Background: an optimization exercise with open tools, aiming at small area. Do not read the settings as production practice.
The RTL was checked by simulation tests, not by an equivalence proof against the original design.

$ cat flow/run.sh
#!/bin/bash
set -euo pipefail
W=$PWD
{
  echo "include $W/config.mk"
  echo "export BUFFER_PORTS_ARGS = -buffer_cell sky130_fd_sc_hd__buf_1"
  echo "export CTS_ARGS = -sink_clustering_enable -repair_clock_nets -dont_use_dummy_load -buf_list sky130_fd_sc_hd__clkbuf_8"
  echo "export REMOVE_ABC_BUFFERS = 1"
} > "$W/own_config.mk"
sed "s#DESIGN_CONFIG=[^ ]*#DESIGN_CONFIG=$W/own_config.mk#" standard.sh > "$W/own_standard.sh"
bash "$W/own_standard.sh" > "$W/own_flow.log" 2>&1
$ cat standard.sh
#!/bin/bash
# synth_recipe.tcl (not shown) runs the flow's synth.tcl, then flattens the netlist and writes it again
# the make line also repeats each setting of config.mk as NAME=value (left out here)
make -C /OpenROAD-flow-scripts/flow DESIGN_CONFIG=/design/flow/config.mk WORK_HOME=/design/flow/orfs CLKGATE_MAP_FILE= SYNTH_SCRIPT=/design/flow/synth_recipe.tcl "${@:-finish}"
$ cat config.mk
export PLATFORM = sky130hd
export DESIGN_NAME = delay_calc_top
export DESIGN_NICKNAME = delay_calc_top
export VERILOG_FILES = /design/flow/design.v
export SDC_FILE = /design/flow/constraint.sdc
export NUM_CORES = 4
export LEC_CHECK = 0
export CAP_MARGIN = 20
export CORE_MARGIN = 2
export CORE_UTILIZATION = 40
export GPL_TIMING_DRIVEN = 0
export SLEW_MARGIN = 20
$ cat constraint.sdc
create_clock -name core_clock -period 7.5 [get_ports {clk}]
set_input_delay 1.5000 -clock core_clock [delete_from_list [all_inputs] [get_ports {clk}]]
set_output_delay 1.5000 -clock core_clock [all_outputs]
set_load 0.01 [all_outputs]
$ cat design.v
`default_nettype none
package delay_pkg;
    localparam int coord_w = 16;           
    localparam int elem_w  = 7;            
    localparam int delay_w = 8;            
endpackage
`default_nettype wire
`default_nettype none
module delay_decode (
    input  logic [15:0] x_elem,
    input  logic [15:0] z_elem,
    input  logic [15:0] x_focus,
    input  logic [15:0] z_focus,
    output logic [10:0] dx,
    output logic [10:0] dz,
    output logic        far
);
    logic [16:0] x_diff;
    logic [16:0] z_diff;
    logic n0, n1, n2, n3, n4, n5, n6, n7, n8, n9, n10, n11;
    logic n12, n13, n14, n15, n16, n17, n18, n19, n20, n21, n22, n23;
    logic n24, n25, n26, n27, n28, n29, n30, n31, n32, n33, n34, n35;
    logic n36, n37, n38, n39, n40, n41, n42, n43, n44, n45, n46, n47;
    logic n48, n49, n50, n51, n52, n53, n54, n55, n56, n57, n58, n59;
    logic n60, n61, n62, n63, n64, n65, n66, n67, n68, n69, n70, n71;
    logic n72, n73, n74, n75, n76, n77, n78, n79, n80, n81, n82, n83;
    logic n84, n85, n86, n87, n88, n89, n90, n91, n92, n93, n94, n95;
    logic n96, n97, n98, n99, n100, n101;
    assign n0 = ~x_elem[0];
    assign n1 = ~x_elem[1];
    assign n2 = ~x_elem[2];
    assign n3 = ~x_elem[3];
    assign n4 = ~x_elem[4];
    assign n5 = ~x_elem[5];
    assign n6 = ~x_elem[6];
    assign n7 = ~x_elem[7];
    assign n8 = ~x_elem[8];
    assign n9 = ~x_elem[9];
    assign n10 = ~x_elem[10];
    assign n11 = ~x_elem[11];
    assign n12 = ~x_elem[12];
    assign n13 = ~x_elem[13];
    assign n14 = ~x_elem[14];
    assign n15 = ~x_elem[15];
    assign n16 = ~x_elem[15];
    assign n17 = ~(x_focus[0] ^ n0);
    assign n18 = x_focus[0] | n0;
    assign n19 = x_focus[1] ^ n1 ^ n18;
    assign n20 = (x_focus[1] & n1) | (x_focus[1] & n18) | (n1 & n18);
    assign n21 = x_focus[2] ^ n2 ^ n20;
    assign n22 = (x_focus[2] & n2) | (x_focus[2] & n20) | (n2 & n20);
    assign n23 = x_focus[3] ^ n3 ^ n22;
    assign n24 = (x_focus[3] & n3) | (x_focus[3] & n22) | (n3 & n22);
    assign n25 = x_focus[4] ^ n4 ^ n24;
    assign n26 = (x_focus[4] & n4) | (x_focus[4] & n24) | (n4 & n24);
    assign n27 = x_focus[5] ^ n5 ^ n26;
    assign n28 = (x_focus[5] & n5) | (x_focus[5] & n26) | (n5 & n26);
    assign n29 = x_focus[6] ^ n6 ^ n28;
    assign n30 = (x_focus[6] & n6) | (x_focus[6] & n28) | (n6 & n28);
    assign n31 = x_focus[7] ^ n7 ^ n30;
    assign n32 = (x_focus[7] & n7) | (x_focus[7] & n30) | (n7 & n30);
    assign n33 = x_focus[8] ^ n8 ^ n32;
    assign n34 = (x_focus[8] & n8) | (x_focus[8] & n32) | (n8 & n32);
    assign n35 = x_focus[9] ^ n9 ^ n34;
    assign n36 = (x_focus[9] & n9) | (x_focus[9] & n34) | (n9 & n34);
    assign n37 = x_focus[10] ^ n10 ^ n36;
    assign n38 = (x_focus[10] & n10) | (x_focus[10] & n36) | (n10 & n36);
    assign n39 = x_focus[11] ^ n11 ^ n38;
    assign n40 = (x_focus[11] & n11) | (x_focus[11] & n38) | (n11 & n38);
    assign n41 = x_focus[12] ^ n12 ^ n40;
    assign n42 = (x_focus[12] & n12) | (x_focus[12] & n40) | (n12 & n40);
    assign n43 = x_focus[13] ^ n13 ^ n42;
    assign n44 = (x_focus[13] & n13) | (x_focus[13] & n42) | (n13 & n42);
    assign n45 = x_focus[14] ^ n14 ^ n44;
    assign n46 = (x_focus[14] & n14) | (x_focus[14] & n44) | (n14 & n44);
    assign n47 = x_focus[15] ^ n15 ^ n46;
    assign n48 = (x_focus[15] & n15) | (x_focus[15] & n46) | (n15 & n46);
    assign n49 = x_focus[15] ^ n16 ^ n48;
    assign n50 = (x_focus[15] & n16) | (x_focus[15] & n48) | (n16 & n48);
    assign n51 = ~z_elem[0];
    assign n52 = ~z_elem[1];
    assign n53 = ~z_elem[2];
    assign n54 = ~z_elem[3];
    assign n55 = ~z_elem[4];
    assign n56 = ~z_elem[5];
    assign n57 = ~z_elem[6];
    assign n58 = ~z_elem[7];
    assign n59 = ~z_elem[8];
    assign n60 = ~z_elem[9];
    assign n61 = ~z_elem[10];
    assign n62 = ~z_elem[11];
    assign n63 = ~z_elem[12];
    assign n64 = ~z_elem[13];
    assign n65 = ~z_elem[14];
    assign n66 = ~z_elem[15];
    assign n67 = ~z_elem[15];
    assign n68 = ~(z_focus[0] ^ n51);
    assign n69 = z_focus[0] | n51;
    assign n70 = z_focus[1] ^ n52 ^ n69;
    assign n71 = (z_focus[1] & n52) | (z_focus[1] & n69) | (n52 & n69);
    assign n72 = z_focus[2] ^ n53 ^ n71;
    assign n73 = (z_focus[2] & n53) | (z_focus[2] & n71) | (n53 & n71);
    assign n74 = z_focus[3] ^ n54 ^ n73;
    assign n75 = (z_focus[3] & n54) | (z_focus[3] & n73) | (n54 & n73);
    assign n76 = z_focus[4] ^ n55 ^ n75;
    assign n77 = (z_focus[4] & n55) | (z_focus[4] & n75) | (n55 & n75);
    assign n78 = z_focus[5] ^ n56 ^ n77;
    assign n79 = (z_focus[5] & n56) | (z_focus[5] & n77) | (n56 & n77);
    assign n80 = z_focus[6] ^ n57 ^ n79;
    assign n81 = (z_focus[6] & n57) | (z_focus[6] & n79) | (n57 & n79);
    assign n82 = z_focus[7] ^ n58 ^ n81;
    assign n83 = (z_focus[7] & n58) | (z_focus[7] & n81) | (n58 & n81);
    assign n84 = z_focus[8] ^ n59 ^ n83;
    assign n85 = (z_focus[8] & n59) | (z_focus[8] & n83) | (n59 & n83);
    assign n86 = z_focus[9] ^ n60 ^ n85;
    assign n87 = (z_focus[9] & n60) | (z_focus[9] & n85) | (n60 & n85);
    assign n88 = z_focus[10] ^ n61 ^ n87;
    assign n89 = (z_focus[10] & n61) | (z_focus[10] & n87) | (n61 & n87);
    assign n90 = z_focus[11] ^ n62 ^ n89;
    assign n91 = (z_focus[11] & n62) | (z_focus[11] & n89) | (n62 & n89);
    assign n92 = z_focus[12] ^ n63 ^ n91;
    assign n93 = (z_focus[12] & n63) | (z_focus[12] & n91) | (n63 & n91);
    assign n94 = z_focus[13] ^ n64 ^ n93;
    assign n95 = (z_focus[13] & n64) | (z_focus[13] & n93) | (n64 & n93);
    assign n96 = z_focus[14] ^ n65 ^ n95;
    assign n97 = (z_focus[14] & n65) | (z_focus[14] & n95) | (n65 & n95);
    assign n98 = z_focus[15] ^ n66 ^ n97;
    assign n99 = (z_focus[15] & n66) | (z_focus[15] & n97) | (n66 & n97);
    assign n100 = z_focus[15] ^ n67 ^ n99;
    assign n101 = (z_focus[15] & n67) | (z_focus[15] & n99) | (n67 & n99);
    assign x_diff = {n49, n47, n45, n43, n41, n39, n37, n35, n33, n31, n29, n27, n25, n23, n21, n19, n17};
    assign z_diff = {n100, n98, n96, n94, n92, n90, n88, n86, n84, n82, n80, n78, n76, n74, n72, n70, n68};
    assign dx  = x_diff[10:0];
    assign dz  = z_diff[10:0];
    assign far = !(x_diff[16:10] == 7'h00 || x_diff[16:10] == 7'h7f) ||
                 !(z_diff[16:10] == 7'h00 || z_diff[16:10] == 7'h7f);
endmodule
`default_nettype wire
`default_nettype none
module dist_square_sum (
    input  logic [10:0] dx,
    input  logic [10:0] dz,
    output logic [21:0] sum_sq
);
    logic n0, n1, n2, n3, n4, n5, n6, n7, n8, n9, n10, n11;
    logic n12, n13, n14, n15, n16, n17, n18, n19, n20, n21, n22, n23;
    logic n24, n25, n26, n27, n28, n29, n30, n31, n32, n33, n34, n35;
    logic n36, n37, n38, n39, n40, n41, n42, n43, n44, n45, n46, n47;
    logic n48, n49, n50, n51, n52, n53, n54, n55, n56, n57, n58, n59;
    logic n60, n61, n62, n63, n64, n65, n66, n67, n68, n69, n70, n71;
    logic n72, n73, n74, n75, n76, n77, n78, n79, n80, n81, n82, n83;
    logic n84, n85, n86, n87, n88, n89, n90, n91, n92, n93, n94, n95;
    logic n96, n97, n98, n99, n100, n101, n102, n103, n104, n105, n106, n107;
    logic n108, n109, n110, n111, n112, n113, n114, n115, n116, n117, n118, n119;
    logic n120, n121, n122, n123, n124, n125, n126, n127, n128, n129, n130, n131;
    logic n132, n133, n134, n135, n136, n137, n138, n139, n140, n141, n142, n143;
    logic n144, n145, n146, n147, n148, n149, n150, n151, n152, n153, n154, n155;
    logic n156, n157, n158, n159, n160, n161, n162, n163, n164, n165, n166, n167;
    logic n168, n169, n170, n171, n172, n173, n174, n175, n176, n177, n178, n179;
    logic n180, n181, n182, n183, n184, n185, n186, n187, n188, n189, n190, n191;
    logic n192, n193, n194, n195, n196, n197, n198, n199, n200, n201, n202, n203;
    logic n204, n205, n206, n207, n208, n209, n210, n211, n212, n213, n214, n215;
    logic n216, n217, n218, n219, n220, n221, n222, n223, n224, n225, n226, n227;
    logic n228, n229, n230, n231, n232, n233, n234, n235, n236, n237, n238, n239;
    logic n240, n241, n242, n243, n244, n245, n246, n247, n248, n249, n250, n251;
    logic n252, n253, n254, n255, n256, n257, n258, n259, n260, n261, n262, n263;
    logic n264, n265, n266, n267, n268, n269, n270, n271, n272, n273, n274, n275;
    logic n276, n277, n278, n279, n280, n281, n282, n283, n284, n285, n286, n287;
    logic n288, n289, n290, n291, n292, n293, n294, n295, n296, n297, n298, n299;
    logic n300, n301, n302, n303, n304, n305, n306, n307, n308, n309, n310, n311;
    logic n312, n313, n314, n315, n316, n317, n318, n319, n320, n321, n322, n323;
    logic n324, n325, n326, n327, n328, n329, n330, n331, n332, n333, n334, n335;
    logic n336, n337, n338, n339, n340, n341, n342, n343, n344, n345, n346, n347;
    logic n348, n349, n350, n351, n352, n353, n354, n355, n356, n357, n358, n359;
    logic n360, n361, n362, n363, n364, n365, n366, n367, n368, n369, n370, n371;
    logic n372, n373, n374, n375, n376, n377;
    assign n0 = dx[0] & dx[1];
    assign n1 = dx[0] & dx[2];
    assign n2 = dx[0] & dx[3];
    assign n3 = dx[0] & dx[4];
    assign n4 = dx[0] & dx[5];
    assign n5 = dx[0] & dx[6];
    assign n6 = dx[0] & dx[7];
    assign n7 = dx[0] & dx[8];
    assign n8 = dx[0] & dx[9];
    assign n9 = dx[1] & dx[2];
    assign n10 = dx[1] & dx[3];
    assign n11 = dx[1] & dx[4];
    assign n12 = dx[1] & dx[5];
    assign n13 = dx[1] & dx[6];
    assign n14 = dx[1] & dx[7];
    assign n15 = dx[1] & dx[8];
    assign n16 = dx[1] & dx[9];
    assign n17 = dx[2] & dx[3];
    assign n18 = dx[2] & dx[4];
    assign n19 = dx[2] & dx[5];
    assign n20 = dx[2] & dx[6];
    assign n21 = dx[2] & dx[7];
    assign n22 = dx[2] & dx[8];
    assign n23 = dx[2] & dx[9];
    assign n24 = dx[3] & dx[4];
    assign n25 = dx[3] & dx[5];
    assign n26 = dx[3] & dx[6];
    assign n27 = dx[3] & dx[7];
    assign n28 = dx[3] & dx[8];
    assign n29 = dx[3] & dx[9];
    assign n30 = dx[4] & dx[5];
    assign n31 = dx[4] & dx[6];
    assign n32 = dx[4] & dx[7];
    assign n33 = dx[4] & dx[8];
    assign n34 = dx[4] & dx[9];
    assign n35 = dx[5] & dx[6];
    assign n36 = dx[5] & dx[7];
    assign n37 = dx[5] & dx[8];
    assign n38 = dx[5] & dx[9];
    assign n39 = dx[6] & dx[7];
    assign n40 = dx[6] & dx[8];
    assign n41 = dx[6] & dx[9];
    assign n42 = dx[7] & dx[8];
    assign n43 = dx[7] & dx[9];
    assign n44 = dx[8] & dx[9];
    assign n45 = ~(dx[10] & dx[0]);
    assign n46 = ~(dx[10] & dx[1]);
    assign n47 = ~(dx[10] & dx[2]);
    assign n48 = ~(dx[10] & dx[3]);
    assign n49 = ~(dx[10] & dx[4]);
    assign n50 = ~(dx[10] & dx[5]);
    assign n51 = ~(dx[10] & dx[6]);
    assign n52 = ~(dx[10] & dx[7]);
    assign n53 = ~(dx[10] & dx[8]);
    assign n54 = ~(dx[10] & dx[9]);
    assign n55 = dz[0] & dz[1];
    assign n56 = dz[0] & dz[2];
    assign n57 = dz[0] & dz[3];
    assign n58 = dz[0] & dz[4];
    assign n59 = dz[0] & dz[5];
    assign n60 = dz[0] & dz[6];
    assign n61 = dz[0] & dz[7];
    assign n62 = dz[0] & dz[8];
    assign n63 = dz[0] & dz[9];
    assign n64 = dz[1] & dz[2];
    assign n65 = dz[1] & dz[3];
    assign n66 = dz[1] & dz[4];
    assign n67 = dz[1] & dz[5];
    assign n68 = dz[1] & dz[6];
    assign n69 = dz[1] & dz[7];
    assign n70 = dz[1] & dz[8];
    assign n71 = dz[1] & dz[9];
    assign n72 = dz[2] & dz[3];
    assign n73 = dz[2] & dz[4];
    assign n74 = dz[2] & dz[5];
    assign n75 = dz[2] & dz[6];
    assign n76 = dz[2] & dz[7];
    assign n77 = dz[2] & dz[8];
    assign n78 = dz[2] & dz[9];
    assign n79 = dz[3] & dz[4];
    assign n80 = dz[3] & dz[5];
    assign n81 = dz[3] & dz[6];
    assign n82 = dz[3] & dz[7];
    assign n83 = dz[3] & dz[8];
    assign n84 = dz[3] & dz[9];
    assign n85 = dz[4] & dz[5];
    assign n86 = dz[4] & dz[6];
    assign n87 = dz[4] & dz[7];
    assign n88 = dz[4] & dz[8];
    assign n89 = dz[4] & dz[9];
    assign n90 = dz[5] & dz[6];
    assign n91 = dz[5] & dz[7];
    assign n92 = dz[5] & dz[8];
    assign n93 = dz[5] & dz[9];
    assign n94 = dz[6] & dz[7];
    assign n95 = dz[6] & dz[8];
    assign n96 = dz[6] & dz[9];
    assign n97 = dz[7] & dz[8];
    assign n98 = dz[7] & dz[9];
    assign n99 = dz[8] & dz[9];
    assign n100 = ~(dz[10] & dz[0]);
    assign n101 = ~(dz[10] & dz[1]);
    assign n102 = ~(dz[10] & dz[2]);
    assign n103 = ~(dz[10] & dz[3]);
    assign n104 = ~(dz[10] & dz[4]);
    assign n105 = ~(dz[10] & dz[5]);
    assign n106 = ~(dz[10] & dz[6]);
    assign n107 = ~(dz[10] & dz[7]);
    assign n108 = ~(dz[10] & dz[8]);
    assign n109 = ~(dz[10] & dz[9]);
    assign n110 = n6 ^ n13;
    assign n111 = n6 & n13;
    assign n112 = n8 ^ n15 ^ n21;
    assign n113 = (n8 & n15) | (n8 & n21) | (n15 & n21);
    assign n114 = n26 ^ n30;
    assign n115 = n26 & n30;
    assign n116 = n16 ^ n22 ^ n27;
    assign n117 = (n16 & n22) | (n16 & n27) | (n22 & n27);
    assign n118 = n31 ^ n45;
    assign n119 = n31 & n45;
    assign n120 = n23 ^ n28 ^ n32;
    assign n121 = (n23 & n28) | (n23 & n32) | (n28 & n32);
    assign n122 = n35 ^ dx[6] ^ n46;
    assign n123 = (n35 & dx[6]) | (n35 & n46) | (dx[6] & n46);
    assign n124 = n78 ^ n83 ^ n87;
    assign n125 = (n78 & n83) | (n78 & n87) | (n83 & n87);
    assign n126 = n29 ^ n33 ^ n36;
    assign n127 = (n29 & n33) | (n29 & n36) | (n33 & n36);
    assign n128 = n34 ^ n37 ^ n39;
    assign n129 = (n34 & n37) | (n34 & n39) | (n37 & n39);
    assign n130 = n4 ^ n11 ^ n17;
    assign n131 = (n4 & n11) | (n4 & n17) | (n11 & n17);
    assign n132 = n5 ^ n12;
    assign n133 = n5 & n12;
    assign n134 = n19 ^ n24 ^ dx[4];
    assign n135 = (n19 & n24) | (n19 & dx[4]) | (n24 & dx[4]);
    assign n136 = n61 ^ n68 ^ n74;
    assign n137 = (n61 & n68) | (n61 & n74) | (n68 & n74);
    assign n138 = n7 ^ n14 ^ n20;
    assign n139 = (n7 & n14) | (n7 & n20) | (n14 & n20);
    assign n140 = n25 ^ n62 ^ n69;
    assign n141 = (n25 & n62) | (n25 & n69) | (n62 & n69);
    assign n142 = n75 ^ n80;
    assign n143 = n75 & n80;
    assign n144 = dx[5] ^ n63 ^ n70;
    assign n145 = (dx[5] & n63) | (dx[5] & n70) | (n63 & n70);
    assign n146 = n76 ^ n81 ^ n85;
    assign n147 = (n76 & n81) | (n76 & n85) | (n81 & n85);
    assign n148 = dz[5] ^ n112 ^ n114;
    assign n149 = (dz[5] & n112) | (dz[5] & n114) | (n112 & n114);
    assign n150 = n71 ^ n77 ^ n82;
    assign n151 = (n71 & n77) | (n71 & n82) | (n77 & n82);
    assign n152 = n86 ^ n100 ^ n113;
    assign n153 = (n86 & n100) | (n86 & n113) | (n100 & n113);
    assign n154 = n115 ^ n116 ^ n118;
    assign n155 = (n115 & n116) | (n115 & n118) | (n116 & n118);
    assign n156 = n90 ^ dz[6] ^ n101;
    assign n157 = (n90 & dz[6]) | (n90 & n101) | (dz[6] & n101);
    assign n158 = ~(n117 ^ n119);
    assign n159 = n117 | n119;
    assign n160 = n120 ^ n122 ^ n124;
    assign n161 = (n120 & n122) | (n120 & n124) | (n122 & n124);
    assign n162 = n47 ^ n84 ^ n88;
    assign n163 = (n47 & n84) | (n47 & n88) | (n84 & n88);
    assign n164 = n91 ^ n102 ^ n121;
    assign n165 = (n91 & n102) | (n91 & n121) | (n102 & n121);
    assign n166 = n123 ^ n125 ^ n126;
    assign n167 = (n123 & n125) | (n123 & n126) | (n125 & n126);
    assign n168 = dx[7] ^ n48 ^ n89;
    assign n169 = (dx[7] & n48) | (dx[7] & n89) | (n48 & n89);
    assign n170 = n92 ^ n94 ^ dz[7];
    assign n171 = (n92 & n94) | (n92 & dz[7]) | (n94 & dz[7]);
    assign n172 = n103 ^ n127 ^ n128;
    assign n173 = (n103 & n127) | (n103 & n128) | (n127 & n128);
    assign n174 = n38 ^ n40 ^ n49;
    assign n175 = (n38 & n40) | (n38 & n49) | (n40 & n49);
    assign n176 = n93 ^ n95 ^ n104;
    assign n177 = (n93 & n95) | (n93 & n104) | (n95 & n104);
    assign n178 = n41 ^ n42 ^ dx[8];
    assign n179 = (n41 & n42) | (n41 & dx[8]) | (n42 & dx[8]);
    assign n180 = n50 ^ n96 ^ n97;
    assign n181 = (n50 & n96) | (n50 & n97) | (n96 & n97);
    assign n182 = n2 ^ n9 ^ dx[2];
    assign n183 = (n2 & n9) | (n2 & dx[2]) | (n9 & dx[2]);
    assign n184 = n3 ^ n10;
    assign n185 = n3 & n10;
    assign n186 = dx[3] ^ n59 ^ n66;
    assign n187 = (dx[3] & n59) | (dx[3] & n66) | (n59 & n66);
    assign n188 = n72 ^ dz[3];
    assign n189 = n72 & dz[3];
    assign n190 = n18 ^ n60 ^ n67;
    assign n191 = (n18 & n60) | (n18 & n67) | (n60 & n67);
    assign n192 = n73 ^ n131 ^ n132;
    assign n193 = (n73 & n131) | (n73 & n132) | (n131 & n132);
    assign n194 = n79 ^ dz[4] ^ n110;
    assign n195 = (n79 & dz[4]) | (n79 & n110) | (dz[4] & n110);
    assign n196 = n133 ^ n134 ^ n136;
    assign n197 = (n133 & n134) | (n133 & n136) | (n134 & n136);
    assign n198 = n111 ^ n135 ^ n137;
    assign n199 = (n111 & n135) | (n111 & n137) | (n135 & n137);
    assign n200 = n138 ^ n140 ^ n142;
    assign n201 = (n138 & n140) | (n138 & n142) | (n140 & n142);
    assign n202 = n139 ^ n141 ^ n143;
    assign n203 = (n139 & n141) | (n139 & n143) | (n141 & n143);
    assign n204 = n144 ^ n146 ^ n148;
    assign n205 = (n144 & n146) | (n144 & n148) | (n146 & n148);
    assign n206 = n145 ^ n147 ^ n149;
    assign n207 = (n145 & n147) | (n145 & n149) | (n147 & n149);
    assign n208 = n150 ^ n152 ^ n154;
    assign n209 = (n150 & n152) | (n150 & n154) | (n152 & n154);
    assign n210 = n151 ^ n153 ^ n155;
    assign n211 = (n151 & n153) | (n151 & n155) | (n153 & n155);
    assign n212 = n156 ^ n158 ^ n160;
    assign n213 = (n156 & n158) | (n156 & n160) | (n158 & n160);
    assign n214 = n157 ^ n159 ^ n161;
    assign n215 = (n157 & n159) | (n157 & n161) | (n159 & n161);
    assign n216 = n162 ^ n164 ^ n166;
    assign n217 = (n162 & n164) | (n162 & n166) | (n164 & n166);
    assign n218 = n163 ^ n165 ^ n167;
    assign n219 = (n163 & n165) | (n163 & n167) | (n165 & n167);
    assign n220 = n168 ^ n170 ^ n172;
    assign n221 = (n168 & n170) | (n168 & n172) | (n170 & n172);
    assign n222 = n129 ^ n169 ^ n171;
    assign n223 = (n129 & n169) | (n129 & n171) | (n169 & n171);
    assign n224 = n173 ^ n174 ^ n176;
    assign n225 = (n173 & n174) | (n173 & n176) | (n174 & n176);
    assign n226 = dz[8] ^ n105 ^ n175;
    assign n227 = (dz[8] & n105) | (dz[8] & n175) | (n105 & n175);
    assign n228 = n177 ^ n178 ^ n180;
    assign n229 = (n177 & n178) | (n177 & n180) | (n178 & n180);
    assign n230 = n43 ^ n51 ^ n98;
    assign n231 = (n43 & n51) | (n43 & n98) | (n51 & n98);
    assign n232 = n106 ^ n179 ^ n181;
    assign n233 = (n106 & n179) | (n106 & n181) | (n179 & n181);
    assign n234 = n44 ^ dx[9] ^ n52;
    assign n235 = (n44 & dx[9]) | (n44 & n52) | (dx[9] & n52);
    assign n236 = n99 ^ dz[9] ^ n107;
    assign n237 = (n99 & dz[9]) | (n99 & n107) | (dz[9] & n107);
    assign n238 = n0 ^ dx[1];
    assign n239 = n0 & dx[1];
    assign n240 = n57 ^ n64;
    assign n241 = n57 & n64;
    assign n242 = n58 ^ n65 ^ n183;
    assign n243 = (n58 & n65) | (n58 & n183) | (n65 & n183);
    assign n244 = n130 ^ n185 ^ n186;
    assign n245 = (n130 & n185) | (n130 & n186) | (n185 & n186);
    assign n246 = n187 ^ n189 ^ n190;
    assign n247 = (n187 & n189) | (n187 & n190) | (n189 & n190);
    assign n248 = n191 ^ n193 ^ n194;
    assign n249 = (n191 & n193) | (n191 & n194) | (n193 & n194);
    assign n250 = n195 ^ n197 ^ n198;
    assign n251 = (n195 & n197) | (n195 & n198) | (n197 & n198);
    assign n252 = n199 ^ n201 ^ n202;
    assign n253 = (n199 & n201) | (n199 & n202) | (n201 & n202);
    assign n254 = n203 ^ n205 ^ n206;
    assign n255 = (n203 & n205) | (n203 & n206) | (n205 & n206);
    assign n256 = n207 ^ n209 ^ n210;
    assign n257 = (n207 & n209) | (n207 & n210) | (n209 & n210);
    assign n258 = n211 ^ n213 ^ n214;
    assign n259 = (n211 & n213) | (n211 & n214) | (n213 & n214);
    assign n260 = n215 ^ n217 ^ n218;
    assign n261 = (n215 & n217) | (n215 & n218) | (n217 & n218);
    assign n262 = n219 ^ n221 ^ n222;
    assign n263 = (n219 & n221) | (n219 & n222) | (n221 & n222);
    assign n264 = n223 ^ n225 ^ n226;
    assign n265 = (n223 & n225) | (n223 & n226) | (n225 & n226);
    assign n266 = n227 ^ n229 ^ n230;
    assign n267 = (n227 & n229) | (n227 & n230) | (n229 & n230);
    assign n268 = n231 ^ n233 ^ n234;
    assign n269 = (n231 & n233) | (n231 & n234) | (n233 & n234);
    assign n270 = n53 ^ n108 ^ n235;
    assign n271 = (n53 & n108) | (n53 & n235) | (n108 & n235);
    assign n272 = dx[10] ^ n54 ^ dz[10];
    assign n273 = (dx[10] & n54) | (dx[10] & dz[10]) | (n54 & dz[10]);
    assign n274 = n55 ^ dz[1];
    assign n275 = n55 & dz[1];
    assign n276 = n1 ^ n56 ^ n239;
    assign n277 = (n1 & n56) | (n1 & n239) | (n56 & n239);
    assign n278 = dz[2] ^ n182 ^ n240;
    assign n279 = (dz[2] & n182) | (dz[2] & n240) | (n182 & n240);
    assign n280 = n184 ^ n241 ^ n242;
    assign n281 = (n184 & n241) | (n184 & n242) | (n241 & n242);
    assign n282 = n188 ^ n243 ^ n244;
    assign n283 = (n188 & n243) | (n188 & n244) | (n243 & n244);
    assign n284 = n192 ^ n245 ^ n246;
    assign n285 = (n192 & n245) | (n192 & n246) | (n245 & n246);
    assign n286 = n196 ^ n247 ^ n248;
    assign n287 = (n196 & n247) | (n196 & n248) | (n247 & n248);
    assign n288 = n200 ^ n249 ^ n250;
    assign n289 = (n200 & n249) | (n200 & n250) | (n249 & n250);
    assign n290 = n204 ^ n251 ^ n252;
    assign n291 = (n204 & n251) | (n204 & n252) | (n251 & n252);
    assign n292 = n208 ^ n253 ^ n254;
    assign n293 = (n208 & n253) | (n208 & n254) | (n253 & n254);
    assign n294 = n212 ^ n255 ^ n256;
    assign n295 = (n212 & n255) | (n212 & n256) | (n255 & n256);
    assign n296 = n216 ^ n257 ^ n258;
    assign n297 = (n216 & n257) | (n216 & n258) | (n257 & n258);
    assign n298 = n220 ^ n259 ^ n260;
    assign n299 = (n220 & n259) | (n220 & n260) | (n259 & n260);
    assign n300 = n224 ^ n261 ^ n262;
    assign n301 = (n224 & n261) | (n224 & n262) | (n261 & n262);
    assign n302 = n228 ^ n263 ^ n264;
    assign n303 = (n228 & n263) | (n228 & n264) | (n263 & n264);
    assign n304 = n232 ^ n265 ^ n266;
    assign n305 = (n232 & n265) | (n232 & n266) | (n265 & n266);
    assign n306 = n236 ^ n267 ^ n268;
    assign n307 = (n236 & n267) | (n236 & n268) | (n267 & n268);
    assign n308 = n237 ^ n269 ^ n270;
    assign n309 = (n237 & n269) | (n237 & n270) | (n269 & n270);
    assign n310 = n109 ^ n271 ^ n272;
    assign n311 = (n109 & n271) | (n109 & n272) | (n271 & n272);
    assign n312 = dx[0] ^ dz[0];
    assign n313 = dx[0] & dz[0];
    assign n314 = n238 ^ n274;
    assign n315 = n238 & n274;
    assign n316 = n275 ^ n276 ^ n315;
    assign n317 = (n275 & n276) | (n275 & n315) | (n276 & n315);
    assign n318 = n277 ^ n278 ^ n317;
    assign n319 = (n277 & n278) | (n277 & n317) | (n278 & n317);
    assign n320 = n279 ^ n280 ^ n319;
    assign n321 = (n279 & n280) | (n279 & n319) | (n280 & n319);
    assign n322 = n281 ^ n282 ^ n321;
    assign n323 = (n281 & n282) | (n281 & n321) | (n282 & n321);
    assign n324 = n283 ^ n284 ^ n323;
    assign n325 = (n283 & n284) | (n283 & n323) | (n284 & n323);
    assign n326 = n285 ^ n286 ^ n325;
    assign n327 = (n285 & n286) | (n285 & n325) | (n286 & n325);
    assign n328 = n287 ^ n288 ^ n327;
    assign n329 = (n287 & n288) | (n287 & n327) | (n288 & n327);
    assign n330 = n289 ^ n290 ^ n329;
    assign n331 = (n289 & n290) | (n289 & n329) | (n290 & n329);
    assign n332 = n291 ^ n292 ^ n331;
    assign n333 = (n291 & n292) | (n291 & n331) | (n292 & n331);
    assign n334 = n293 ^ n294 ^ n333;
    assign n335 = (n293 & n294) | (n293 & n333) | (n294 & n333);
    assign n336 = n295 ^ n296 ^ n335;
    assign n337 = (n295 & n296) | (n295 & n335) | (n296 & n335);
    assign n338 = n297 ^ n298;
    assign n339 = n297 & n298;
    assign n340 = n299 ^ n300 ^ n339;
    assign n341 = (n299 & n300) | (n299 & n339) | (n300 & n339);
    assign n342 = n301 ^ n302 ^ n341;
    assign n343 = (n301 & n302) | (n301 & n341) | (n302 & n341);
    assign n344 = n303 ^ n304 ^ n343;
    assign n345 = (n303 & n304) | (n303 & n343) | (n304 & n343);
    assign n346 = n305 ^ n306 ^ n345;
    assign n347 = (n305 & n306) | (n305 & n345) | (n306 & n345);
    assign n348 = n307 ^ n308 ^ n347;
    assign n349 = (n307 & n308) | (n307 & n347) | (n308 & n347);
    assign n350 = n309 ^ n310 ^ n349;
    assign n351 = (n309 & n310) | (n309 & n349) | (n310 & n349);
    assign n352 = n273 ^ n311 ^ n351;
    assign n353 = (n273 & n311) | (n273 & n351) | (n311 & n351);
    assign n354 = ~(n297 ^ n298);
    assign n355 = n297 | n298;
    assign n356 = n299 ^ n300 ^ n355;
    assign n357 = (n299 & n300) | (n299 & n355) | (n300 & n355);
    assign n358 = n301 ^ n302 ^ n357;
    assign n359 = (n301 & n302) | (n301 & n357) | (n302 & n357);
    assign n360 = n303 ^ n304 ^ n359;
    assign n361 = (n303 & n304) | (n303 & n359) | (n304 & n359);
    assign n362 = n305 ^ n306 ^ n361;
    assign n363 = (n305 & n306) | (n305 & n361) | (n306 & n361);
    assign n364 = n307 ^ n308 ^ n363;
    assign n365 = (n307 & n308) | (n307 & n363) | (n308 & n363);
    assign n366 = n309 ^ n310 ^ n365;
    assign n367 = (n309 & n310) | (n309 & n365) | (n310 & n365);
    assign n368 = n273 ^ n311 ^ n367;
    assign n369 = (n273 & n311) | (n273 & n367) | (n311 & n367);
    assign n370 = n337 ? n354 : n338;
    assign n371 = n337 ? n356 : n340;
    assign n372 = n337 ? n358 : n342;
    assign n373 = n337 ? n360 : n344;
    assign n374 = n337 ? n362 : n346;
    assign n375 = n337 ? n364 : n348;
    assign n376 = n337 ? n366 : n350;
    assign n377 = n337 ? n368 : n352;
    assign sum_sq = {n377, n376, n375, n374, n373, n372, n371, n370, n336, n334, n332, n330, n328, n326, n324, n322, n320, n318, n316, n314, n313, n312};
endmodule
`default_nettype wire
`default_nettype none
module isqrt_steps_0_6 (
    input  logic [15:0] t_in,
    output logic [7:0] r_out,
    output logic [3:0] t_out,
    output logic [5:0] q_out
);
    logic n0, n1, n2, n3, n4, n5, n6, n7, n8, n9, n10, n11;
    logic n12, n13, n14, n15, n16, n17, n18, n19, n20, n21, n22, n23;
    logic n24, n25, n26, n27, n28, n29, n30, n31, n32, n33, n34, n35;
    logic n36, n37, n38, n39, n40, n41, n42, n43, n44, n45, n46, n47;
    logic n48, n49, n50, n51, n52, n53, n54, n55, n56, n57, n58, n59;
    logic n60, n61, n62, n63, n64, n65, n66, n67, n68, n69, n70, n71;
    logic n72, n73, n74, n75, n76, n77, n78, n79, n80, n81, n82, n83;
    logic n84, n85, n86, n87, n88, n89, n90, n91, n92, n93, n94, n95;
    logic n96, n97, n98, n99, n100, n101, n102, n103, n104, n105, n106, n107;
    logic n108, n109;
    assign n0 = ~t_in[14];
    assign n1 = ~(t_in[15] ^ t_in[14]);
    assign n2 = t_in[15] | t_in[14];
    assign n3 = ~n2;
    assign n4 = ~n3;
    assign n5 = ~n3;
    assign n6 = n4 ^ n5;
    assign n7 = ~n3;
    assign n8 = ~n3;
    assign n9 = t_in[12] ^ n3 ^ n8;
    assign n10 = (t_in[12] & n3) | (t_in[12] & n8) | (n3 & n8);
    assign n11 = ~(t_in[13] ^ n10);
    assign n12 = t_in[13] | n10;
    assign n13 = n0 ^ n6 ^ n12;
    assign n14 = (n0 & n6) | (n0 & n12) | (n6 & n12);
    assign n15 = n1 ^ n7 ^ n14;
    assign n16 = (n1 & n7) | (n1 & n14) | (n7 & n14);
    assign n17 = ~n15;
    assign n18 = ~n15;
    assign n19 = n17 ^ n18;
    assign n20 = ~n15;
    assign n21 = n4 ^ n20;
    assign n22 = ~n15;
    assign n23 = ~n15;
    assign n24 = t_in[10] ^ n15 ^ n23;
    assign n25 = (t_in[10] & n15) | (t_in[10] & n23) | (n15 & n23);
    assign n26 = ~(t_in[11] ^ n25);
    assign n27 = t_in[11] | n25;
    assign n28 = n9 ^ n19 ^ n27;
    assign n29 = (n9 & n19) | (n9 & n27) | (n19 & n27);
    assign n30 = n11 ^ n21 ^ n29;
    assign n31 = (n11 & n21) | (n11 & n29) | (n21 & n29);
    assign n32 = n13 ^ n22 ^ n31;
    assign n33 = (n13 & n22) | (n13 & n31) | (n22 & n31);
    assign n34 = ~n32;
    assign n35 = ~n32;
    assign n36 = n34 ^ n35;
    assign n37 = ~n32;
    assign n38 = n17 ^ n37;
    assign n39 = ~n32;
    assign n40 = n4 ^ n39;
    assign n41 = ~n32;
    assign n42 = ~n32;
    assign n43 = t_in[8] ^ n32 ^ n42;
    assign n44 = (t_in[8] & n32) | (t_in[8] & n42) | (n32 & n42);
    assign n45 = ~(t_in[9] ^ n44);
    assign n46 = t_in[9] | n44;
    assign n47 = n24 ^ n36 ^ n46;
    assign n48 = (n24 & n36) | (n24 & n46) | (n36 & n46);
    assign n49 = n26 ^ n38 ^ n48;
    assign n50 = (n26 & n38) | (n26 & n48) | (n38 & n48);
    assign n51 = n28 ^ n40 ^ n50;
    assign n52 = (n28 & n40) | (n28 & n50) | (n40 & n50);
    assign n53 = n30 ^ n41 ^ n52;
    assign n54 = (n30 & n41) | (n30 & n52) | (n41 & n52);
    assign n55 = ~n53;
    assign n56 = ~n53;
    assign n57 = n55 ^ n56;
    assign n58 = ~n53;
    assign n59 = n34 ^ n58;
    assign n60 = ~n53;
    assign n61 = n17 ^ n60;
    assign n62 = ~n53;
    assign n63 = n4 ^ n62;
    assign n64 = ~n53;
    assign n65 = ~n53;
    assign n66 = t_in[6] ^ n53 ^ n65;
    assign n67 = (t_in[6] & n53) | (t_in[6] & n65) | (n53 & n65);
    assign n68 = ~(t_in[7] ^ n67);
    assign n69 = t_in[7] | n67;
    assign n70 = n43 ^ n57 ^ n69;
    assign n71 = (n43 & n57) | (n43 & n69) | (n57 & n69);
    assign n72 = n45 ^ n59 ^ n71;
    assign n73 = (n45 & n59) | (n45 & n71) | (n59 & n71);
    assign n74 = n47 ^ n61 ^ n73;
    assign n75 = (n47 & n61) | (n47 & n73) | (n61 & n73);
    assign n76 = n49 ^ n63 ^ n75;
    assign n77 = (n49 & n63) | (n49 & n75) | (n63 & n75);
    assign n78 = n51 ^ n64 ^ n77;
    assign n79 = (n51 & n64) | (n51 & n77) | (n64 & n77);
    assign n80 = ~n78;
    assign n81 = ~n78;
    assign n82 = n80 ^ n81;
    assign n83 = ~n78;
    assign n84 = n55 ^ n83;
    assign n85 = ~n78;
    assign n86 = n34 ^ n85;
    assign n87 = ~n78;
    assign n88 = n17 ^ n87;
    assign n89 = ~n78;
    assign n90 = n4 ^ n89;
    assign n91 = ~n78;
    assign n92 = ~n78;
    assign n93 = t_in[4] ^ n78 ^ n92;
    assign n94 = (t_in[4] & n78) | (t_in[4] & n92) | (n78 & n92);
    assign n95 = ~(t_in[5] ^ n94);
    assign n96 = t_in[5] | n94;
    assign n97 = n66 ^ n82 ^ n96;
    assign n98 = (n66 & n82) | (n66 & n96) | (n82 & n96);
    assign n99 = n68 ^ n84 ^ n98;
    assign n100 = (n68 & n84) | (n68 & n98) | (n84 & n98);
    assign n101 = n70 ^ n86 ^ n100;
    assign n102 = (n70 & n86) | (n70 & n100) | (n86 & n100);
    assign n103 = n72 ^ n88 ^ n102;
    assign n104 = (n72 & n88) | (n72 & n102) | (n88 & n102);
    assign n105 = n74 ^ n90 ^ n104;
    assign n106 = (n74 & n90) | (n74 & n104) | (n90 & n104);
    assign n107 = n76 ^ n91 ^ n106;
    assign n108 = (n76 & n91) | (n76 & n106) | (n91 & n106);
    assign n109 = ~n107;
    assign r_out = {n107, n105, n103, n101, n99, n97, n95, n93};
    assign t_out = {t_in[3], t_in[2], t_in[1], t_in[0]};
    assign q_out = {n4, n17, n34, n55, n80, n109};
endmodule
module isqrt_steps_6_8 (
    input  logic [7:0] r_in,
    input  logic [5:0] q_in,
    input  logic [3:0] t_in,
    output logic [7:0] q_out
);
    logic n0, n1, n2, n3, n4, n5, n6, n7, n8, n9, n10, n11;
    logic n12, n13, n14, n15, n16, n17, n18, n19, n20, n21, n22, n23;
    logic n24, n25, n26, n27, n28, n29, n30, n31, n32, n33, n34, n35;
    logic n36, n37, n38, n39, n40, n41, n42, n43, n44, n45, n46, n47;
    logic n48, n49, n50, n51, n52, n53, n54, n55, n56, n57, n58, n59;
    logic n60, n61, n62, n63, n64, n65, n66, n67, n68, n69;
    assign n0 = ~r_in[7];
    assign n1 = q_in[0] ^ n0;
    assign n2 = ~r_in[7];
    assign n3 = q_in[1] ^ n2;
    assign n4 = ~r_in[7];
    assign n5 = q_in[2] ^ n4;
    assign n6 = ~r_in[7];
    assign n7 = q_in[3] ^ n6;
    assign n8 = ~r_in[7];
    assign n9 = q_in[4] ^ n8;
    assign n10 = ~r_in[7];
    assign n11 = q_in[5] ^ n10;
    assign n12 = ~r_in[7];
    assign n13 = ~r_in[7];
    assign n14 = t_in[2] ^ r_in[7] ^ n13;
    assign n15 = (t_in[2] & r_in[7]) | (t_in[2] & n13) | (r_in[7] & n13);
    assign n16 = ~(t_in[3] ^ n15);
    assign n17 = t_in[3] | n15;
    assign n18 = r_in[0] ^ n1 ^ n17;
    assign n19 = (r_in[0] & n1) | (r_in[0] & n17) | (n1 & n17);
    assign n20 = r_in[1] ^ n3 ^ n19;
    assign n21 = (r_in[1] & n3) | (r_in[1] & n19) | (n3 & n19);
    assign n22 = r_in[2] ^ n5 ^ n21;
    assign n23 = (r_in[2] & n5) | (r_in[2] & n21) | (n5 & n21);
    assign n24 = r_in[3] ^ n7 ^ n23;
    assign n25 = (r_in[3] & n7) | (r_in[3] & n23) | (n7 & n23);
    assign n26 = r_in[4] ^ n9 ^ n25;
    assign n27 = (r_in[4] & n9) | (r_in[4] & n25) | (n9 & n25);
    assign n28 = r_in[5] ^ n11 ^ n27;
    assign n29 = (r_in[5] & n11) | (r_in[5] & n27) | (n11 & n27);
    assign n30 = r_in[6] ^ n12 ^ n29;
    assign n31 = (r_in[6] & n12) | (r_in[6] & n29) | (n12 & n29);
    assign n32 = ~n30;
    assign n33 = ~n30;
    assign n34 = n32 ^ n33;
    assign n35 = ~n30;
    assign n36 = q_in[0] ^ n35;
    assign n37 = ~n30;
    assign n38 = q_in[1] ^ n37;
    assign n39 = ~n30;
    assign n40 = q_in[2] ^ n39;
    assign n41 = ~n30;
    assign n42 = q_in[3] ^ n41;
    assign n43 = ~n30;
    assign n44 = q_in[4] ^ n43;
    assign n45 = ~n30;
    assign n46 = q_in[5] ^ n45;
    assign n47 = ~n30;
    assign n48 = ~n30;
    assign n49 = t_in[0] ^ n30 ^ n48;
    assign n50 = (t_in[0] & n30) | (t_in[0] & n48) | (n30 & n48);
    assign n51 = ~(t_in[1] ^ n50);
    assign n52 = t_in[1] | n50;
    assign n53 = n14 ^ n34 ^ n52;
    assign n54 = (n14 & n34) | (n14 & n52) | (n34 & n52);
    assign n55 = n16 ^ n36 ^ n54;
    assign n56 = (n16 & n36) | (n16 & n54) | (n36 & n54);
    assign n57 = n18 ^ n38 ^ n56;
    assign n58 = (n18 & n38) | (n18 & n56) | (n38 & n56);
    assign n59 = n20 ^ n40 ^ n58;
    assign n60 = (n20 & n40) | (n20 & n58) | (n40 & n58);
    assign n61 = n22 ^ n42 ^ n60;
    assign n62 = (n22 & n42) | (n22 & n60) | (n42 & n60);
    assign n63 = n24 ^ n44 ^ n62;
    assign n64 = (n24 & n44) | (n24 & n62) | (n44 & n62);
    assign n65 = n26 ^ n46 ^ n64;
    assign n66 = (n26 & n46) | (n26 & n64) | (n46 & n64);
    assign n67 = n28 ^ n47 ^ n66;
    assign n68 = (n28 & n47) | (n28 & n66) | (n47 & n66);
    assign n69 = ~n67;
    assign q_out = {q_in[5], q_in[4], q_in[3], q_in[2], q_in[1], q_in[0], n32, n69};
endmodule
`default_nettype wire
`default_nettype none
`default_nettype wire
`default_nettype none
module delay_calc_top (
    input  logic                                 clk,
    input  logic                                 reset,
    input  logic                                 start,
    input  logic signed [delay_pkg::coord_w-1:0] x_elem,
    input  logic signed [delay_pkg::coord_w-1:0] z_elem,
    input  logic signed [delay_pkg::coord_w-1:0] x_focus,
    input  logic signed [delay_pkg::coord_w-1:0] z_focus,
    input  logic        [delay_pkg::elem_w-1:0]  elem,
    output logic        [delay_pkg::delay_w-1:0] delay_out,
    output logic        [delay_pkg::elem_w-1:0]  elem_out,
    output logic                                 done
);
    logic [10:0] dx, dz;
    logic        far;
    logic [10:0] p1_dx;
    logic [10:0] p1_dz;
    logic        p1_sat;
    logic [6:0] p1_tag;
    logic        p1_valid;
    logic [21:0] sum_sq_p1_dx;
    logic [15:0] p2_t;
    logic        p2_sat;
    logic [6:0] p2_tag;
    logic        p2_valid;
    logic [7:0] r_q6;
    logic [3:0] t_q6;
    logic [5:0] q_q6;
    logic [7:0] p3_r;
    logic [5:0] p3_q;
    logic [3:0] p3_t;
    logic        p3_sat;
    logic [6:0] p3_tag;
    logic        p3_valid;
    logic [7:0] q_q8;
    delay_decode u_decode (
        .x_elem (x_elem), .z_elem (z_elem), .x_focus (x_focus), .z_focus (z_focus),
        .dx (dx), .dz (dz), .far (far)
    );
    always_ff @(posedge clk) begin
        p1_valid <= (start && !reset);
        p1_dx <= dx;
        p1_dz <= dz;
        p1_sat <= far;
        p1_tag <= elem;
    end
    dist_square_sum u_sq_p1_dx (.dx (p1_dx), .dz (p1_dz), .sum_sq (sum_sq_p1_dx));
    always_ff @(posedge clk) begin
        p2_valid <= (p1_valid && !reset);
        p2_t <= sum_sq_p1_dx[19:4];
        p2_sat <= (p1_sat || sum_sq_p1_dx[21] || sum_sq_p1_dx[20]);
        p2_tag <= p1_tag;
    end
    isqrt_steps_0_6 u_root_0_6 (.t_in (p2_t), .r_out (r_q6), .t_out (t_q6), .q_out (q_q6));
    always_ff @(posedge clk) begin
        if (reset) begin
            p3_valid <= 1'b0;
            p3_r <= '0;
            p3_q <= '0;
            p3_t <= '0;
            p3_sat <= '0;
            p3_tag <= '0;
        end else begin
            p3_valid <= (p2_valid && !reset);
            if ((p2_valid && !reset)) begin
                p3_r <= r_q6;
                p3_q <= q_q6;
                p3_t <= t_q6;
                p3_sat <= p2_sat;
                p3_tag <= p2_tag;
            end
        end
    end
    isqrt_steps_6_8 u_root_6_8 (.r_in (p3_r), .q_in (p3_q), .t_in (p3_t), .q_out (q_q8));
    assign delay_out = q_q8 | {8{p3_sat}};
    assign elem_out  = p3_tag;
    assign done      = p3_valid;
endmodule
`default_nettype wire
==> results of run 1 <==
-- layout make-up --
type                    count  area (sq um)
clock buffers               9         123.9
fillers                  1829         10360
inverters                 170         638.1
multi-input cells         477          5175
flip-flops and latches     83          1679
well taps                 234         292.8
repair buffers             92         370.4
-- logic make-up (layout without fill, tap and decap cells) --
group                    after synthesis  after routing  synth area share
adder cells (fa/ha/maj)              171            171            0.4171
multiplexers                          23             23           0.03056
flip-flops                            83             83            0.2194
AND/OR/NAND/NOR                      193            193            0.1312
XOR/XNOR                              48             48           0.06046
AO/OA/AOI/OAI                         42             42           0.04096
buffers and inverters                200            271            0.1004
-- critical path: stages, from the launching register on --
cell      delay, ps
dfxtp_4         400
and2_1          150
ha_1            320
xor2_2          160
fa_1            480
fa_1            430
fa_1            410
fa_1            410
fa_1            400
fa_1            390
fa_1            410
fa_1            410
fa_1            390
fa_1            400
fa_2            370
or2_1           260
a311o_1         290
o311ai_1        130
nand3_1         190
o211a_1         240
or4_1           450
-- stage by stage --
| step | std cells | hold WS [ps] | instance area [sq um] | setup slack [ps] | util |
|---|---|---|---|---|---|
| 2_1_floorplan | 730 | 309.6 | 7452 | 348.7 | - |
| 3_3_place_gp | 1053 | 310.2 | 8079 | -51.34 | 0.4334 |
| 3_5_place_dp | 1054 | 312.1 | 8102 | -129.3 | 0.4346 |
| 4_1_cts | 1063 | 329.8 | 8227 | 3.210 | 0.4413 |
| 5_1_grt | 1065 | 343.9 | 8279 | 25.89 | 0.4441 |
| 6_report | 1065 | 327.8 | 8279 | 261.8 | 0.4441 |
-- cells in the final DEF (no fill, tap or decap), types with 3 or more instances in the layout --
cell	Yosys	layout
inv_1	170	170
a211oi_1	6	5
xnor2_1	30	30
dfxtp_4	0	3
xor2_1	15	13
o21ai_0	8	8
fa_1	136	135
and2_1	70	70
nor4_1	3	3
nand2_1	47	47
a21oi_1	7	7
clkbuf_8	0	9
nand3_1	4	4
or2_2	7	7
nand2b_1	6	6
dfxtp_2	0	5
nor2b_1	11	11
mux2i_1	22	22
buf_1	2	88
ha_1	34	34
dfxtp_1	83	75
nor2_1	38	38
-- sequential cells by signal, indices dropped and copies added, names as in the netlist --
signal	count
p2_t	16
p1_dx	11
p1_dz	11
p3_r	8
p1_tag	7
p2_tag	7
p3_tag	7
p3_q	6
p3_t	4
p1_sat	1
p1_valid	1
p2_sat	1
p2_valid	1
p3_sat	1
p3_valid	1
-- worst min path at each step --
stage / startpoint / to / slack (ps) / depth (start not counted)
after floorplan: p1_tag[0] / p2_tag[0] / 310 / 0
after global placement: p1_tag[1] / p2_tag[1] / 310 / 0
after detailed placement: p1_tag[3] / p2_tag[3] / 310 / 0
after CTS: p1_tag[3] / p2_tag[3] / 330 / 0
after global routing: p1_tag[3] / p2_tag[3] / 340 / 0
final: p1_tag[3] / p2_tag[3] / 330 / 0
-- metal layers --
layer / up-vias / global-route usage / part of all wire
li1: 2390 / - / -
met1: 2350 / 0.1788 / 0.44
met2: 82 / 0.2693 / 0.51
met3: 10 / 0.02835 / 0.039
met4: 0 / 0.04000 / 0.013
met5: - / 0 / 0
-- timing repair --
action                                  4_1_cts  5_1_grt
endpoints found under the hold margin         0        0
endpoints found under the setup margin        1        3
pin swaps                                     0        1
gates resized for setup                       1       13
buffers inserted                              0        2
==> out/qor.csv, run 1 <==
metric,value,unit
status,"complete, no violations",
chipHeight,141.6,microns
ys_top_cells_by_count,"170 x inv_1, 136 x fa_1, 83 x dfxtp_1",
critPathKind,reg -> reg,
arrival,7470,ps
n_antenna_cell,0,
area_growth,9.300,%
ios,90,
vias_per_cell,4.537,
worst_slew_pin_slew,541.3,ps
crit_path_end_kind,flip-flop,
hold_buffers,0,
clk_latency,370,ps
finalCriticalPeriod,7238,ps
dpl.hpwl,10.78,mm
start_util,0.4063,
antenna_found_initial,0,
gp_congestion,0.7717,
detail_route.wl_per_cell,12.38,microns
synth_top_area_share,0.3594,
synth_edf_count,0,
wirelength,13.19,mm
final_layout_size_suffix_gt1_frac,0.04934,
drv_cap,0,
syn-cell-area,7575,sq um
drt-initial-drc-count,92,
yosysSeqAreaShare,0.2194,
gr-total-overflow,0,
cts_inserted_buffers,9,
finClkSkew,29.15,ps
startpoint,p1_dx[3],
r2r-end,p2_sat,
synthArstFlopShare,0,
numClockSinks,83,
grt_pass1_vias,5085,
synth_flop_cell,dfxtp_1,
ys_types,49,
ant_nets,0,
tns,0,ps
ys_top_cells_by_area,"fa_1 36%, dfxtp_1 22%, inv_1 8.4%, and2_1 5.8%, ha_1 5.6%",
fmax,138.2,MHz
dieArea,20050,sq um
hp-class,reg -> reg,
maxSlewViolCount,0,
final-setup-viol-count,0,
grt_max_degree,30,
syn_inst,760,
r2r_slack,260,ps
crit_path_end,p2_sat,
cts_tree,yes,
dieWidth,141.6,microns
slew-limit-headroom,0.6386,
port_buffers,89,
cp-start-kind,flip-flop,
synth_top_area_cell,fa_1,
clk_path_buf_depth,2,
rows,50,
grt_setup_unrepaired,no,
clock-root-buffer,clkbuf_8,
first_pass_iters,4,
r2r_cells,20,
yosysMostFrequentCell,inv_1,
timing.rr.start,p1_dx[3],
crit_fanout,12,
crit_required,7730,ps
hold_viol,0,
syn_avg_cell_area,9.967,sq um
yosysWarnings,1,
path_clk_slew,70,ps
num_vias,4832,
grt_pass1_wl,23.44,mm
drc,0,
ys_ff_latch,83,
core-area,18640,sq um
min_period_over_period,0.9651,
htree_levels,3,
fin_nets,1077,
grt_use_total,0.1478,
==> inputs of run 2 (changes only) <==
--- a/config.mk
+++ b/config.mk
@@ -9,4 +9,3 @@
 export CORE_MARGIN = 2
 export CORE_UTILIZATION = 40
-export GPL_TIMING_DRIVEN = 0
 export SLEW_MARGIN = 20
==> out/qor.csv, run 2 <==
metric,value,unit
fmax,138.7,MHz
yosysMostFrequentCell,inv_1,
final_layout_size_suffix_gt1_frac,0.05569,
cts_tree,yes,
num_vias,4818,
ant_nets,0,
ys_types,49,
grt_max_degree,30,
htree_levels,3,
synth-compound-area-share,0.04096,
crit_required,7740,ps
n_antenna_cell,0,
yosysWarnings,1,
drv_cap,0,
syn_inst,760,
ys_top_cells_by_count,"170 x inv_1, 136 x fa_1, 83 x dfxtp_1",
area_growth,10.14,%
antenna_found_initial,0,
grt_use_total,0.1497,
crit_fanout,2,
layout_commonest_cell,inv_1,
synthXorXnorAreaFrac,0.06046,
detail_route.wl_per_cell,12.38,microns
mostFrequentLayoutCells,"170 x inv_1, 134 x fa_1, 89 x buf_1, 81 x dfxtp_1, 70 x and2_1",
port_buffers,89,
finalCoreUtilization,0.4475,
ys_top_cells_by_area,"fa_1 36%, dfxtp_1 22%, inv_1 8.4%, and2_1 5.8%, ha_1 5.6%",
cp-start-kind,input pin,
hold_buffers,0,
synth_edf_count,0,
slew-limit-headroom,0.6501,
synth_top_area_share,0.3594,
min_period_over_period,0.9611,
gp_congestion,0.8033,
clk_latency,380,ps
final-setup-viol-count,0,
synth-adder-area-share,0.4171,
clk_path_buf_depth,2,
drc,0,
synthSimpleGateAreaFrac,0.1312,
ys_ff_latch,83,
arrival,7450,ps
synthMuxAreaShare,0.03056,
syn-cell-area,7575,sq um
synth_flop_cell,dfxtp_1,
worst_slew_pin_slew,524.2,ps
largest-register,p2_t,
grt_setup_unrepaired,no,
first_pass_iters,6,
crit_path_end_kind,flip-flop,
dieWidth,141.6,microns
synth_top_family_by_area,adder cells,
hold_viol,0,
finalCriticalPeriod,7208,ps
top_regs,"p2_t x16, p1_dx x11, p1_dz x11",
finClkSkew,31.66,ps
ios,90,
start_util,0.4063,
syn_avg_cell_area,9.967,sq um
grt_pass1_vias,5102,
rows,50,
grt_pass1_wl,23.78,mm
hp-class,reg -> reg,
chipHeight,141.6,microns
dieArea,20050,sq um
core-area,18640,sq um
critPathKind,in -> reg,
status,"complete, no violations",
nFillCells,1866,
maxSlewViolCount,0,
dpl.hpwl,11.19,mm
yosysSeqAreaShare,0.2194,
fin_nets,1090,
vias_per_cell,4.469,
gr-total-overflow,0,
largest_reg_flops,16,
numClockSinks,83,
path_clk_slew,70,ps
drt-initial-drc-count,107,
clock-root-buffer,clkbuf_8,
cts_inserted_buffers,9,
synthArstFlopShare,0,
wirelength,13.35,mm
synth_top_area_cell,fa_1,
[run 2: path summary, 6_finish.rpt]
check               to  depth (start not counted)  slack (ps)        from
max             p1_sat                         23         290  z_focus[0]
min          p2_tag[2]                          0         330   p1_tag[2]
max reg2reg     p2_sat                         20         390    p1_dx[2]
min reg2reg  p2_tag[2]                          0         330   p1_tag[2]
[run 2: metal layers]
| layer | wire length (microns) | share of wire | vias to the layer above | track usage |
|---|---|---|---|---|
| li1 | - | - | 2407 | - |
| met1 | 6083 | 0.46 | 2313 | 0.1885 |
| met2 | 6621 | 0.50 | 84 | 0.2629 |
| met3 | 417 | 0.031 | 14 | 0.02565 |
| met4 | 229 | 0.017 | 0 | 0.04789 |
| met5 | 0 | 0 | - | 0 |
[run 2: cell type report]
| cell class | instances | area, sq um | area share |
|---|---|---|---|
| clock buffers | 9 | 123.9 | 0.01485 |
| inverters | 170 | 638.1 | 0.07648 |
| multi-input cells | 477 | 5170 | 0.6197 |
| flip-flops and latches | 83 | 1664 | 0.1995 |
| well taps | 234 | 292.8 | 0.03509 |
| repair buffers | 105 | 454.2 | 0.05444 |
[run 2: through the flow]
| step | instances | setup slack (ps) | hold WS, ps | TNS (ps) | area (sq um) |
|---|---|---|---|---|---|
| after floorplan | 730 | 348.7 | 309.6 | 0 | 7452 |
| after global placement | 1069 | 5.948 | 309.7 | 0 | 8199 |
| after detailed placement | 1069 | -65.85 | 313.6 | -65.85 | 8199 |
| after CTS | 1078 | 150.9 | 331.3 | 0 | 8323 |
| after global routing | 1078 | 31.28 | 341.5 | 0 | 8343 |
| final | 1078 | 291.8 | 328.4 | 0 | 8343 |
[run 2: worst max-delay path: stages]
cell and delay (ps):
buf_1 60, inv_1 40, ha_1 180, fa_1 380, fa_1 390, fa_1 390
fa_1 400, fa_1 390, fa_1 400, fa_1 390, fa_1 390, fa_1 420
fa_1 370, inv_1 70, fa_1 170, fa_1 180, fa_1 190, fa_1 170
inv_1 50, fa_1 500, nand3_1 80, nor4_1 210, o21ai_0 130
[run 2: cell families (layout without fill, tap and decap cells)]
| family | count (synthesis) | in the layout |
|---|---|---|
| AO/OA/AOI/OAI | 42 | 42 |
| adder cells (fa/ha/maj) | 171 | 171 |
| XOR/XNOR | 48 | 48 |
| flip-flops | 83 | 83 |
| AND/OR/NAND/NOR | 193 | 193 |
| buffers and inverters | 200 | 284 |
| multiplexers | 23 | 23 |
[run 2: what timing repair did]
item / 4_1_cts / 5_1_grt
setup endpoints to repair: 0 / 1
hold endpoints to repair: 0 / 0
buffers inserted: 0 / 0
gates resized for setup: 0 / 6
==> inputs of run 3 (changes only) <==
==> run.sh (new file) <==
#!/bin/bash
# synth_recipe.tcl (not shown) runs the flow's synth.tcl, then flattens the netlist and writes it again
# the make line also repeats each setting of config.mk as NAME=value (left out here)
make -C /OpenROAD-flow-scripts/flow DESIGN_CONFIG=/design/flow/config.mk WORK_HOME=/design/flow/orfs CLKGATE_MAP_FILE= SYNTH_SCRIPT=/design/flow/synth_recipe.tcl finish
removed: flow/run.sh
removed: standard.sh
==> out/qor.csv, run 3 <==
metric,value,unit
status,"complete, no violations",
ios,90,
ys_ff_latch,83,
crit_path_end_kind,flip-flop,
min_period_over_period,0.9746,
arrival,7540,ps
slew-limit-headroom,0.6440,
port_buffers,89,
clock-root-buffer,clkbuf_16,
n_antenna_cell,0,
yosysWarnings,1,
placed_cells,1069,
min_to,p2_tag[5],
timing.rr.start,p1_dx[0],
fmax,136.8,MHz
worst_slew_pin_slew,534.1,ps
synthArstFlopShare,0,
min-delay-start,p1_tag[5],
numClockSinks,83,
finClkSkew,7.079,ps
area_growth,20.07,%
grt_pass1_vias,5147,
chipHeight,141.6,microns
core-area,18640,sq um
fin_nets,1090,
wirelength,13.33,mm
drc,0,
mostFrequentLayoutCells,"170 x inv_1, 124 x fa_1, 88 x clkdlybuf4s50_1, 81 x dfxtp_1, 70 x and2_1",
cp-start-kind,input pin,
syn-cell-area,7575,sq um
crit_required,7730,ps
yosysMostFrequentCell,inv_1,
hp-class,reg -> reg,
r2r_cells,20,
syn_inst,760,
final-instance-count-excl-fill,1085,
critPathKind,in -> reg,
ant_nets,0,
grt_setup_unrepaired,no,
vias_per_cell,4.419,
synth_flop_cell,dfxtp_1,
gr-total-overflow,0,
place_area,8756,sq um
synth_top_area_cell,fa_1,
ys_types,49,
dpl.hpwl,11.11,mm
syn_avg_cell_area,9.967,sq um
detail_route.wl_per_cell,12.28,microns
rows,50,
finalCoreUtilization,0.4879,
hold_viol,0,
grt_pass1_wl,23.88,mm
first_pass_iters,4,
largest-register,p2_t,
clk_path_buf_depth,2,
dieArea,20050,sq um
crit_fanout,2,
yosysSeqAreaShare,0.2194,
synth_top_area_share,0.3594,
hold_buffers,0,
hold_depth,0,
num_vias,4795,
clk_latency,350,ps
dieWidth,141.6,microns
start_util,0.4063,
drv_cap,0,
htree_levels,3,
layout_commonest_cell,inv_1,
antenna_found_initial,0,
largest_reg_flops,16,
r2r-end,p2_sat,
ys_top_cells_by_count,"170 x inv_1, 136 x fa_1, 83 x dfxtp_1",
holdWs,326.3,ps
grt_use_total,0.1507,
r2r_slack,330,ps
cts_tree,yes,
gp_congestion,0.7751,
ys_top_cells_by_area,"fa_1 36%, dfxtp_1 22%, inv_1 8.4%, and2_1 5.8%, ha_1 5.6%",
path_clk_slew,70,ps
grt_max_degree,30,
finalCriticalPeriod,7310,ps
final_layout_size_suffix_gt1_frac,0.07873,
synth_edf_count,0,
final_area,9095,sq um
maxSlewViolCount,0,
final-setup-viol-count,0,
top_regs,"p2_t x16, p1_dx x11, p1_dz x11",
cts_inserted_buffers,9,
tns,0,ps
drt-initial-drc-count,123,
-- run 3: cell count changes in the layout (fill, tap and decap cells not counted), sizes merged --
| cell | change |
|---|---|
| clkinv | +1 |
| inv | +4 |
| buf | -88 |
| clkdlybuf4s50 | +88 |
| clkinvlp | +2 |
-- run 3: final cells by class --
class                           instances  area [sq um]
Fill cell                            1794          9548
Multi-Input combinational cell        477          5207
Sequential cell                        83          1667
Timing Repair Buffer                  105          1006
Inverter                              170         638.1
Tap cell                              234         292.8
Clock buffer                            9         225.2
Clock inverter                          7         58.81
-- run 3: logic make-up after synthesis --
group                    share of synthesized area
buffers and inverters                       0.1004
AND/OR/NAND/NOR                             0.1312
adder cells (fa/ha/maj)                     0.4171
flip-flops                                  0.2194
XOR/XNOR                                   0.06046
AO/OA/AOI/OAI                              0.04096
multiplexers                               0.03056
-- run 3: worst max-delay path, stage by stage --
cell and delay [ps]:
clkdlybuf4s50_1 450, inv_1 40, ha_1 180, fa_1 380, fa_1 390, fa_2 350
fa_1 390, fa_2 350, fa_1 380, fa_2 350, fa_2 370, fa_2 350
fa_1 360, inv_1 70, fa_1 170, fa_1 180, fa_1 190, fa_1 170
inv_1 50, fa_1 500, nand3_1 80, nor4_1 190, o21ai_1 110
-- run 3: metrics by stage --
| step | setup slack, ps |
|---|---|
| after floorplan | 348.7 |
| after CTS | 6.653 |
| after global placement | -409.3 |
| final | 190.3 |
| after global routing | 3.876 |
| after detailed placement | -459.5 |
-- run 3: worst max path at each step --
stage,startpoint,end,cells past startpoint
finish,z_focus[0],p1_sat,23
global route,z_focus[0],p1_sat,23
CTS,z_focus[0],p1_sat,23
detailed placement,x_focus[0],p1_sat,22
global placement,x_focus[0],p1_sat,22
floorplan,z_focus[0],p1_sat,22
-- run 3: metal layers --
metal | global-route usage | routed length, microns
met3 | 0.02936 | 407
met1 | 0.1901 | 6205
met4 | 0.04895 | 221
met2 | 0.2614 | 6494
met5 | 0 | 0
-- run 3: timing repair --
action	4_1_cts	5_1_grt
pin swaps	1	2
gates cloned	0	0
setup endpoints to repair	1	3
gates resized for setup	3	17
setup buffers	0	0

-- re-timing with driven ports --
Ports are ideal in the flow. The routed layouts listed here were re-timed in OpenROAD. Step 1 sets driving cells, clkbuf_16 on the clock port and buf_2 on the other inputs (assumed; they add their load-dependent delay and slew). Step 2 also shifts input and output timing later by t, the mid clock arrival at the registers, as if the neighbouring blocks saw the same clock. Three values: ideal ports, drivers, drivers and shift; two values: the first two.
run | t, ns | setup WS [ns] | worst register clock-pin slew, ns
run 1 | 0.392 | 0.262 / 0.262 / -0.077 | 0.09 / 0.09
run 2 | 0.402 | 0.292 / 0.309 / -0.093 | 0.09 / 0.09
run 3 | 0.391 | 0.190 / 0.212 / -0.179 | 0.07 / 0.07
With both steps, setup timing fails in every run listed, where it was met with ideal ports. The setup slack of run 2, which loses most, moves by +0.017 ns with the drivers and by -0.385 ns with both steps.
